This design comes from an exercise in tuning for small area on the open sky130 flow, not from production work.
Where RTL was checked, it was by simulation tests only, not by an equivalence proof against the original.
For run 2, only the layout was checked, not whether the RTL still works.
No activity file was given, so power comes from the tool's default toggle rates.

[config.mk]
export PLATFORM = sky130hd
export DESIGN_NAME = int_div_top
export DESIGN_NICKNAME = int_div_top
export VERILOG_FILES = /design/flow/design.v
export SDC_FILE = /design/flow/constraint.sdc
export NUM_CORES = 4
export LEC_CHECK = 0
export CAP_MARGIN = 20
export CORE_MARGIN = 2
export CORE_UTILIZATION = 40
export SLEW_MARGIN = 20
[constraint.sdc]
create_clock -name core_clock -period 5.0 [get_ports {clk}]
set_input_delay 1.0000 -clock core_clock [delete_from_list [all_inputs] [get_ports {clk}]]
set_output_delay 1.0000 -clock core_clock [all_outputs]
set_load 0.01 [all_outputs]
[design.v]
`timescale 1ns/1ps
`timescale 1ns/1ps
`timescale 1ns/1ps
`timescale 1ns/1ps
`timescale 1ns/1ps
`timescale 1ns/1ps
`default_nettype none
module int_div_top (
	input  wire                clk,
	input  wire                rst_n_i,
	input  logic               req_i,
	input  logic               req_op_i,        
	input  logic [63:0]        req_dividend_i,
	input  logic [63:0]        req_divisor_i,
	output logic               ack_o,
	output logic [63:0]        rsp_quotient_o,
	output logic [63:0]        rsp_remainder_o,
	output logic               rsp_div_by_zero_o
);
	localparam int W   = 16;
	localparam int NSL = 64 / W;
	localparam int JW  = $clog2(NSL);
	localparam logic [2:0] IDLE = 3'd0;
	localparam logic [2:0] S1   = 3'd1;  
	localparam logic [2:0] MAIN = 3'd2;  
	localparam logic [2:0] P1   = 3'd3;  
	localparam logic [2:0] P2   = 3'd4;
	localparam logic [2:0] ROT  = 3'd5;  
	localparam logic [2:0] HOLD = 3'd6;  
	logic [2:0]  ph_q;
	logic [7:0]  cnt_q;
	logic [63:0] r_q;     
	logic [63:0] q_q;     
	logic        rs_q;    
	logic        cb_q;    
	logic        cy_q;    
	logic        za_q;    
	logic        zf_q;    
	logic        dbz_q;
	logic [5:0]  z_q;     
	logic        fl_q;    
	logic sgn, kneg, dneg, qneg;
	assign sgn  = ~req_op_i;
	assign kneg = sgn & req_dividend_i[63];
	assign dneg = sgn & req_divisor_i[63];
	assign qneg = sgn & (req_dividend_i[63] ^ req_divisor_i[63]) & ~dbz_q;
	logic [JW-1:0] j;
	logic [5:0]    t;
	logic          last;
	assign j    = cnt_q[JW-1:0];
	assign t    = cnt_q[JW+5:JW];
	assign last = (j == JW'(NSL - 1));
	logic in_s1, in_main, in_p1, in_p2, in_rot, pass, en;
	assign in_s1   = (ph_q == S1);
	assign in_main = (ph_q == MAIN);
	assign in_p1   = (ph_q == P1);
	assign in_p2   = (ph_q == P2);
	assign in_rot  = (ph_q == ROT);
	assign pass    = in_s1 | in_main | in_p1 | in_p2;
	assign en      = in_s1 | in_main |
	                 (in_p1 & (rs_q | (kneg & ~zf_q))) |
	                 (in_p2 & kneg & ~rs_q & ~zf_q);
	logic [W-1:0] sl, a, b, dsl, sum;
	logic         cbin, sub, inv, cin, cout, a64, nsign, zs, zacc, qbit, xbit;
	assign sl   = r_q[W-1:0];
	assign cbin = (j == '0) ? q_q[63] : cb_q;
	assign a    = in_main ? {sl[W-2:0], cbin} :
	              (in_p1 | in_p2) ? sl : {W{kneg}};
	assign dsl  = req_divisor_i[j*W +: W];
	assign sub  = ~rs_q;
	assign inv  = sub ^ dneg;
	assign b    = dsl ^ {W{inv}};
	assign cin  = (j == '0) ? inv : cy_q;
	assign {cout, sum} = {1'b0, a} + {1'b0, b} + {{W{1'b0}}, cin};
	assign a64   = in_main ? sl[W-1] : rs_q;
	assign nsign = a64 ^ sub ^ cout;
	assign zs    = (sum == '0);
	assign zacc  = zs & ((j == '0) | za_q);
	assign qbit  = ~(nsign ^ kneg);
	assign xbit  = qbit ^ qneg;
	logic hit, flip, c0;
	assign c0   = qneg ^ (kneg & zf_q);
	assign hit  = (cnt_q[5:0] == z_q);
	assign flip = c0 & (fl_q | hit);
	always_ff @(posedge clk) begin
		cb_q <= sl[W-1];
		cy_q <= cout;
		za_q <= zacc;
		if (ph_q == IDLE) begin
			q_q  <= req_dividend_i;
			rs_q <= kneg;
			z_q  <= '0;
			fl_q <= 1'b0;
		end else begin
			if (pass & en) begin
				r_q <= {sum, r_q[63:W]};
				if (last) begin
					rs_q <= nsign;
					zf_q <= zacc & ~nsign;
				end
			end
			if (in_s1 & last) begin
				dbz_q <= qbit;
			end
			if (in_main & last) begin
				q_q <= {q_q[62:0], xbit};
				if (!xbit) z_q <= t;
			end
			if (in_rot) begin
				q_q  <= {q_q[62:0], q_q[63] ^ flip};
				fl_q <= fl_q | hit;
			end
		end
	end
	logic [2:0] ph_d;
	logic [7:0] cnt_d;
	always_comb begin
		ph_d  = ph_q;
		cnt_d = cnt_q + 8'd1;
		case (ph_q)
			IDLE: begin
				cnt_d = '0;
				if (req_i) ph_d = S1;
			end
			S1:   if (last) begin ph_d = MAIN; cnt_d = '0; end
			MAIN: if (cnt_q == 8'(NSL * 64 - 1)) begin ph_d = P1; cnt_d = '0; end
			P1:   if (last) begin ph_d = P2; cnt_d = '0; end
			P2:   if (last) begin ph_d = ROT; cnt_d = '0; end
			ROT:  if (cnt_q[5:0] == 6'd63) ph_d = req_i ? HOLD : IDLE;
			HOLD: if (!req_i) ph_d = IDLE;
			default: ph_d = IDLE;
		endcase
	end
	always_ff @(posedge clk) begin
		cnt_q <= cnt_d;
	end
	always_ff @(posedge clk or negedge rst_n_i) begin
		if (!rst_n_i) begin
			ph_q <= IDLE;
		end else begin
			ph_q <= ph_d;
		end
	end
	assign ack_o             = (ph_q == HOLD);
	assign rsp_quotient_o    = q_q;
	assign rsp_remainder_o   = r_q;
	assign rsp_div_by_zero_o = dbz_q;
endmodule
`default_nettype wire
[run.sh]
#!/bin/bash
# synth_recipe.tcl (not shown) runs the flow's synth.tcl, then flattens the netlist and writes it again
# the make line also repeats each setting of config.mk as NAME=value (left out here)
make -C /OpenROAD-flow-scripts/flow DESIGN_CONFIG=/design/flow/config.mk WORK_HOME=/design/flow/orfs CLKGATE_MAP_FILE= SYNTH_SCRIPT=/design/flow/synth_recipe.tcl finish
==> results of run 1 <==
[power by group through the flow]
stage	sequential (mW)	combinational, mW	clock [mW]
after floorplan	3.07	3.77	0
after global placement	2.86	6.46	0
after detailed placement	2.87	6.49	0
after CTS	2.86	6.54	1.30
after global routing	2.93	7.15	1.35
final	2.85	6.54	1.27
[state kept, by name (all words and copies together), names as in the netlist]
name	flops
dbz_q	1
fl_q	1
r_q	64
cy_q	1
ph_q	3
cb_q	1
za_q	1
q_q	64
z_q	6
cnt_q	8
zf_q	1
rs_q	1
[per-layer routing]
layer / GRT usage (%) / vias up / routed length, um
met1: 30.0 / 3146 / 10300
met3: 6.62 / 21 / 1660
met5: 0 / - / 0
met4: 6.55 / 0 / 313
met2: 34.3 / 219 / 10600
li1: - / 3161 / -
[cell families (layout without fill, tap and decap cells)]
logic type,Yosys count,count (layout),synth area share [%]
muxes,29,29,6.30
other,0,1,0
and+or+nand+nor,315,315,17.0
buffers and inverters,60,330,2.87
AOI/OAI and AO/OA,127,127,10.2
xor gates and xnor gates,39,39,4.55
adders and majority gates,20,20,3.38
DFF,152,152,55.7
[per-stage QoR]
stage / total power, mW / setup WS [ns] / std cells / cell area, sq um
2_1_floorplan: 6.84 / 0.254 / 742 / 7850
3_3_place_gp: 9.31 / 0.264 / 1245 / 10800
3_5_place_dp: 9.37 / 0.172 / 1245 / 10800
4_1_cts: 10.7 / 0.625 / 1277 / 11400
5_1_grt: 11.4 / 0.377 / 1277 / 11400
6_report: 10.7 / 0.595 / 1278 / 11400
[worst paths after layout]
path / start / to / depth (start not counted)
worst max register to register: ph_q[1] / zf_q / 14
worst max-delay path: req_op_i / zf_q / 13
max in group asynchronous: rst_n_i / ph_q[2] / 1
worst min register to register: r_q[37] / r_q[21] / 0
worst min-delay path: r_q[37] / r_q[21] / 0
min in group asynchronous: rst_n_i / ph_q[0] / 1
[layout by cell type, fill, tap and decap left out, types with 4 or more instances in the layout]
cell / instances
a211oi_1: 7
a21o_1: 9
a21oi_1: 30
a31oi_1: 22
buf_4: 19
clkbuf_16: 17
clkdlybuf4s50_1: 261
dfxtp_1: 18
edfxtp_1: 131
ha_1: 18
inv_1: 18
inv_6: 4
mux2i_1: 10
mux4_2: 16
nand2_1: 210
nand3_1: 8
nor2_1: 44
nor2b_1: 7
nor3_1: 12
o21ai_0: 32
or3_1: 4
xnor2_1: 13
xor2_1: 24
[final cells by class]
cell class / count / share of cell area, %
inverters: 18 / 0.594
diodes: 1 / 0.0220
clock buffers: 18 / 3.77
flip-flops and latches: 152 / 38.4
multi-input cells: 530 / 28.8
well taps: 265 / 2.92
repair buffers: 280 / 24.2
clock inverters: 14 / 1.24
==> reports/summary.txt, run 1 <==
Area Growth Syn to Fin: 45.0%
DRT antenna net count: 0
TritonCTS clock tree: built
Htree depth: 4
Nets@finish: 1151
Tcrit/Tclk final: 88.1%
CTS Sinks: 152
Via density: 5.12
Max transition margin: 43.8%
Number of global-route vias before repair: 6376
Mean Syn Cell Area: 10.6 sq um
Initial Utilization: 40.6%
Pleak: 4.41 nW
# rows: 51
Largest net degree at the start of global routing: 66
CP Capture Type: register
Most frequent cell after synthesis: nand2_1
Placer Congestion: 0.841
Switch Pwr: 4.64 mW
Slowest cell on the critical path: clkdlybuf4s50_1
Register Area: 4370 sq um
Post-route DRC: 0
WL/cell: 17.9 um
Seq pwr share: 26.7%
Synth warn: 1
Initial drt markers: 481
Die width: 144 um
Status: finished clean
Total CTS buffers: 17
Grt ovf: 0
Root Buffer: clkbuf_16
Die H: 144 um
Synth Flop Type: edfxtp_1
Filler Cell Count: 1672
Setup TNS: 0 ns
Flops & latches, synth: 152
Most used cell, CP: or3_1
Synth Instances: 742
Antenna violations before repair: 1
First-pass detailed-route iteration total: 5
Clock Skews: 0.0103 ns
Combinational power share: 61.4%
Worst Tran Pin Value: 0.843 ns
Worst Path Required: 5.26 ns
EDFF count, synth: 131
Hold WC Path Type: register to register
Post-CTS setup buffer count: 0
Sw frac: 43.6%
CP Launch Type: primary input
I/O pin cnt: 262
Die area: 20700 sq um
Cts repair resizes: 0
Most frequent cells after synthesis: nand2_1 (210), edfxtp_1 (131), nor2_1 (45), clkbuf_1 (37), o21ai_0 (33)
Setup-failing EPs final: 0
Via Count: 6547
Library cells used by synthesis: 61
Core area: 19300 sq um
FF-to-FF setup slack: 0.79 ns
CP max FO: 15
Crit path max-delay family: simple AND/OR/NAND/NOR gates
Register area share after synthesis: 55.7%
Hold-fix buffers at CTS: 0
Max-slew violation count: 0
Worst-Skew Late Latency: 0.43 ns
Clock share of power: 11.9%
Final HPWL DP: 17.0 mm
GR Util All Layers: 22.1%
Area of the multi-input gates: 3280 sq um
Synth area leaders: edfxtp_1 (50%), nand2_1 (10%), dfxtp_1 (4.6%)
Arrival @ worst endpoint: 4.66 ns
Hold Vio Cnt, Final: 0
Worst Path Class, Setup: primary input to register
RSZ-0062 raised after global routing: no
CTS Buffer Depth: 2
Layout Utilization: 58.8%
Drt total wl: 22.9 mm
Largest stage delay, worst path: 0.49 ns
Ratio of cells with drive above 1 in the final layout: 8.30%
Cell area after synthesis: 7840 sq um
First-pass GRT wire length: 34.7 mm
Pwr per Cell Area: 937 nW/um^2
Yosys top cell by area: edfxtp_1
Max rail drop VDD: 0.414 mV
Worst-path cell chain: clkdlybuf4s50_1 > nand2b_1 > or3_1 > buf_4 > a31oi_1 > ha_1 > and2_4 > a221o_1 > or3_1 > a2111o_1 > nor4_1 > nand4b_1 > nor4_2
Async set-or-reset flop fraction in the synthesized netlist: 1.97%
Final Critical Period: 4.41 ns
Worst Path Buf+Inv: 2
Clk slew on worst S/H paths: 0.06 ns
Hold Slack: 0.449 ns
Syn_nets: 894
Max frequency: 0.227 GHz
Post-synth top area share: 50.2%
Max Cap Viol: 0
Pint: 6.01 mW
I/O Buffers: 261
==> run 2, diff against run 1 <==
--- a/design.v
+++ b/design.v
@@ -63,7 +63,7 @@
 	logic [W-1:0] sl, a, b, dsl, sum;
 	logic         cbin, sub, inv, cin, cout, a64, nsign, zs, zacc, qbit, xbit;
 	assign sl   = r_q[W-1:0];
-	assign cbin = (j == '0) ? q_q[63] : cb_q;
+	assign cbin = (j == '0) ? req_dividend_i[~t] : cb_q;
 	assign a    = in_main ? {sl[W-2:0], cbin} :
 	              (in_p1 | in_p2) ? sl : {W{kneg}};
 	assign dsl  = req_divisor_i[j*W +: W];
@@ -87,7 +87,6 @@
 		cy_q <= cout;
 		za_q <= zacc;
 		if (ph_q == IDLE) begin
-			q_q  <= req_dividend_i;
 			rs_q <= kneg;
 			z_q  <= '0;
 			fl_q <= 1'b0;
==> flow/run.sh (new file) <==
#!/bin/bash
# Standard ORFS layout, with the port buffers made from the smallest buffer cell.
set -euo pipefail
export BUFFER_PORTS_ARGS="-buffer_cell sky130_fd_sc_hd__buf_1"
bash standard.sh > standard.log 2>&1
==> standard.sh (new file) <==
#!/bin/bash
# synth_recipe.tcl (not shown) runs the flow's synth.tcl, then flattens the netlist and writes it again
# the make line also repeats each setting of config.mk as NAME=value (left out here)
make -C /OpenROAD-flow-scripts/flow DESIGN_CONFIG=/design/flow/config.mk WORK_HOME=/design/flow/orfs CLKGATE_MAP_FILE= SYNTH_SCRIPT=/design/flow/synth_recipe.tcl "${@:-finish}"
--- a/config.mk
+++ b/config.mk
@@ -8,4 +8,5 @@
 export CAP_MARGIN = 20
 export CORE_MARGIN = 2
 export CORE_UTILIZATION = 40
+export CTS_BUF_LIST = sky130_fd_sc_hd__clkbuf_8
 export SLEW_MARGIN = 20
removed: run.sh
==> run 2 against run 1 <==
Still clean on timing, DRC and antenna. First-iteration DRC count decreased by 26%. Design area decreased by 18%. Sequential cell count stayed put. Clock power decreased by 26%. Non-clock buffer count increased by 21. Cell count decreased by 17%. Count of clock-buffer cells in the layout down 1. Critical path type unchanged. Largest cell class unchanged. Largest power group unchanged. Highest routed layer unchanged.
==> reports/summary.txt, run 2 <==
Status: finished clean (unchanged)
Worst Tran Pin Value: 1.07 ns (was 0.843 ns)
Clock share of power: 11.6% (was 11.9%)
Hold WC Path Type: primary input to async pin (was register to register)
CP Capture Type: register (unchanged)
Async set-or-reset flop fraction in the synthesized netlist: 1.97% (unchanged)
Pint: 4.57 mW (was 6.01 mW)
Drt total wl: 18.6 mm (was 22.9 mm)
Nets@finish: 971 (was 1151)
Met1 usage: 26.2% (was 30.0%)
Worst Path Class, Setup: primary input to register (unchanged)
First-pass GRT wire length: 29.4 mm (was 34.7 mm)
RSZ-0062 raised after global routing: yes (was no)
Switch Pwr: 3.55 mW (was 4.64 mW)
Clk slew on worst S/H paths: 0.10 ns (was 0.06 ns)
Final Critical Period: 4.90 ns (was 4.41 ns)
EDFF count, synth: 131 (unchanged)
Die H: 139 um (was 144 um)
Max rail drop VDD: 0.407 mV (was 0.414 mV)
CP max FO: 2 (was 15)
Post-route DRC: 0 (unchanged)
Final Cell Area: 9290 sq um (was 11400 sq um)
FF-to-FF Start: cnt_q[2] (was ph_q[1])
Hold Vio Cnt, Final: 0 (unchanged)
Syn_nets: 676 (was 894)
Area after DPL: 8810 sq um (was 10800 sq um)
Grt ovf: 0 (unchanged)
Layout Cells excl Fill: 1061 (was 1278)
Initial drt markers: 356 (was 481)
Placer Congestion: 0.865 (was 0.841)
Htree depth: 4 (unchanged)
Worst-Skew Late Latency: 0.47 ns (was 0.43 ns)
Final HPWL DP: 14.2 mm (was 17.0 mm)
I/O Buffers: 261 (unchanged)
Inst Count DP: 1026 (was 1245)
Synth area leaders: edfxtp_1 (54%), mux4_2 (10%), dfxtp_1 (4.9%) (was edfxtp_1 (50%), nand2_1 (10%), dfxtp_1 (4.6%))
CTS Sinks: 152 (unchanged)
Flops & latches, synth: 152 (unchanged)
Library cells used by synthesis: 52 (was 61)
Tcrit/Tclk final: 98.0% (was 88.1%)
Root Buffer: clkbuf_8 (was clkbuf_16)
CP Launch Point: req_dividend_i[43] (was req_op_i)
Max frequency: 0.204 GHz (was 0.227 GHz)
M3 GR Usage: 4.14% (was 6.62%)
R2R depth: 15 (was 14)
Largest net degree at the start of global routing: 48 (was 66)
Setup-failing EPs final: 0 (unchanged)
Layout Utilization: 51.9% (was 58.8%)
Number of global-route vias before repair: 5442 (was 6376)
TritonCTS clock tree: built (unchanged)
Ratio of cells with drive above 1 in the final layout: 15.4% (was 8.30%)
Arrival @ worst endpoint: 5.20 ns (was 4.66 ns)
Die width: 139 um (was 144 um)
Seq pwr share: 31.5% (was 26.7%)
Combinational power share: 56.9% (was 61.4%)
Most frequent cells after synthesis: edfxtp_1 (131), a21oi_1 (41), nor2_1 (35), mux4_2 (34) (was nand2_1 (210), edfxtp_1 (131), nor2_1 (45), clkbuf_1 (37), o21ai_0 (33))
Largest regs: q_q x64, r_q x64, cnt_q x8 (unchanged)
Pleak: 3.18 nW (was 4.41 nW)
Total CTS buffers: 17 (unchanged)
Mean Syn Cell Area: 13.9 sq um (was 10.6 sq um)
Clock Skews: 0.0175 ns (was 0.0103 ns)
Hold Slack: 0.330 ns (was 0.449 ns)
Core area: 17900 sq um (was 19300 sq um)
Via density: 5.17 (was 5.12)
Register area share after synthesis: 59.9% (was 55.7%)
Via Count: 5481 (was 6547)
GR peak layer: met2 (unchanged)
Antenna violations before repair: 0 (was 1)
Max-slew violation count: 0 (unchanged)
Inserted Diodes: 0 (was 1)
WL/cell: 17.6 um (was 17.9 um)
Yosys top cell by area: edfxtp_1 (unchanged)
GR Util All Layers: 19.2% (was 22.1%)
Post-synth top area share: 53.9% (was 50.2%)
Most frequent cell after synthesis: edfxtp_1 (was nand2_1)
Cell area after synthesis: 7290 sq um (was 7840 sq um)
DRT antenna net count: 0 (unchanged)
First-pass detailed-route iteration total: 4 (was 5)
Synth warn: 1 (unchanged)
Area Growth Syn to Fin: 27.3% (was 45.0%)
Die area: 19300 sq um (was 20700 sq um)
Worst Path Required: 5.30 ns (was 5.26 ns)
Pwr per Cell Area: 874 nW/um^2 (was 937 nW/um^2)
Synth Flop Type: edfxtp_1 (unchanged)
Max Cap Viol: 0 (unchanged)
Synth Instances: 524 (was 742)
Max transition margin: 28.4% (was 43.8%)
I/O pin cnt: 262 (unchanged)
Met2 global-route usage: 31.3% (was 34.3%)
CTS Buffer Depth: 2 (unchanged)
# rows: 49 (was 51)
CP Launch Type: primary input (unchanged)
Sw frac: 43.7% (was 43.6%)
Initial Utilization: 40.7% (was 40.6%)
Commonest non-fill, non-tap cell in the layout: buf_1 (was clkdlybuf4s50_1)
Most frequent cells in the layout: buf_1 (261), edfxtp_1 (131), a21oi_1 (39), buf_4 (36), nor2_1 (35) (was clkdlybuf4s50_1 (261), nand2_1 (210), edfxtp_1 (131), nor2_1 (44), o21ai_0 (32))
run 2: worst paths after layout:
kind	slack [ns]	end
hold / removal	0.33	ph_q[2]
setup reg to reg	0.13	zf_q
max in group asynchronous	4.51	ph_q[1]
min in group core_clock	0.45	q_q[62]
hold reg to reg	0.45	q_q[62]
setup / recovery	0.1	zf_q
run 2: stage by stage:
step | TNS, ns | power [mW] | setup WS, ns
detailed placement | -2.15 | 7.11 | -0.420
floorplan | -0.0191 | 5.34 | -0.0191
global route | -0.103 | 8.73 | -0.0754
CTS | 0 | 8.10 | 0.0302
finish | 0 | 8.12 | 0.0980
global placement | -1.03 | 7.05 | -0.301
run 2: kinds of logic (layout without fill, tap and decap cells):
logic type	count (synthesis)	count (layout)	synth area share, %
compound gates	105	105	8.63
fa+ha+maj	20	20	3.64
xor+xnor	44	44	5.28
flops	152	152	59.9
buf+inv	37	345	1.94
mux	54	54	13.3
simple gates	112	112	7.31
run 2: final cells by class:
type,count,area [sq um]
fill,1604,8620
inverter,12,45.0
sequential,152,4370
clock buffer,17,234
clock inverter,15,176
tap,229,287
multi-input combinational,335,2840
timing repair buffer,301,1340
run 2: repair_timing:
action,4_1_cts,5_1_grt
buffers inserted,0,1
hold buffers,0,0
endpoints found under the setup margin,0,2
gates resized for setup,0,5
run 2: critical path: stages:
cell and delay (ns):
buf_1 0.10, mux4_2 0.24, mux2i_2 0.07, mux4_2 0.47
mux2_4 0.30, a21oi_2 0.13, a21oi_2 0.07, fa_2 0.35
inv_2 0.07, fa_2 0.43, or4_1 0.50, or4_1 0.41
or4b_1 0.48, or4_4 0.44, nor4_2 0.14
run 2: power groups by stage:
stage	combinational, mW	sequential, mW	clock (mW)
floorplan	2.64	2.70	0
global placement	4.48	2.57	0
detailed placement	4.51	2.60	0
CTS	4.55	2.58	0.970
global route	5.08	2.63	1.02
finish	4.62	2.56	0.939
run 2: layer usage:
metal / up-vias / share of wire, %
met3: 20 / 5.3
met2: 208 / 48
met1: 2649 / 45
met4: 0 / 1.4
li1: 2604 / -
met5: - / 0

==> static timing again, ports no longer ideal <==
No port has a modelled driver above. Below, the same layouts with a new extraction and two added sets of constraints. Step 1 sets driving cells, clkbuf_16 on the clock port and buf_2 on the other inputs (assumed; they add their load-dependent delay and slew). Step 2 adds t to the input delays and takes it off the output delays; t is the mean of the earliest and latest rising clock arrival at the registers after step 1. Input paths then give back, and output paths get back, about the clock's delay inside the block. Three values: no drivers, after step 1, after step 2; two values: the first two.
run | t (ns) | slack for setup (ns) | worst setup path after step 2 | latest minus earliest clock arrival (ns)
run 1 | 0.468 | 0.595 / 0.582 / 0.114 | input to register | 0.013 / 0.013
run 2 | 0.502 | 0.098 / 0.105 / -0.397 | input to register | 0.019 / 0.019
Met with ideal ports but missed after step 2: setup timing in run 2. The setup slack of run 2, which loses most, moves by +0.007 ns with the drivers and by -0.495 ns with both steps.
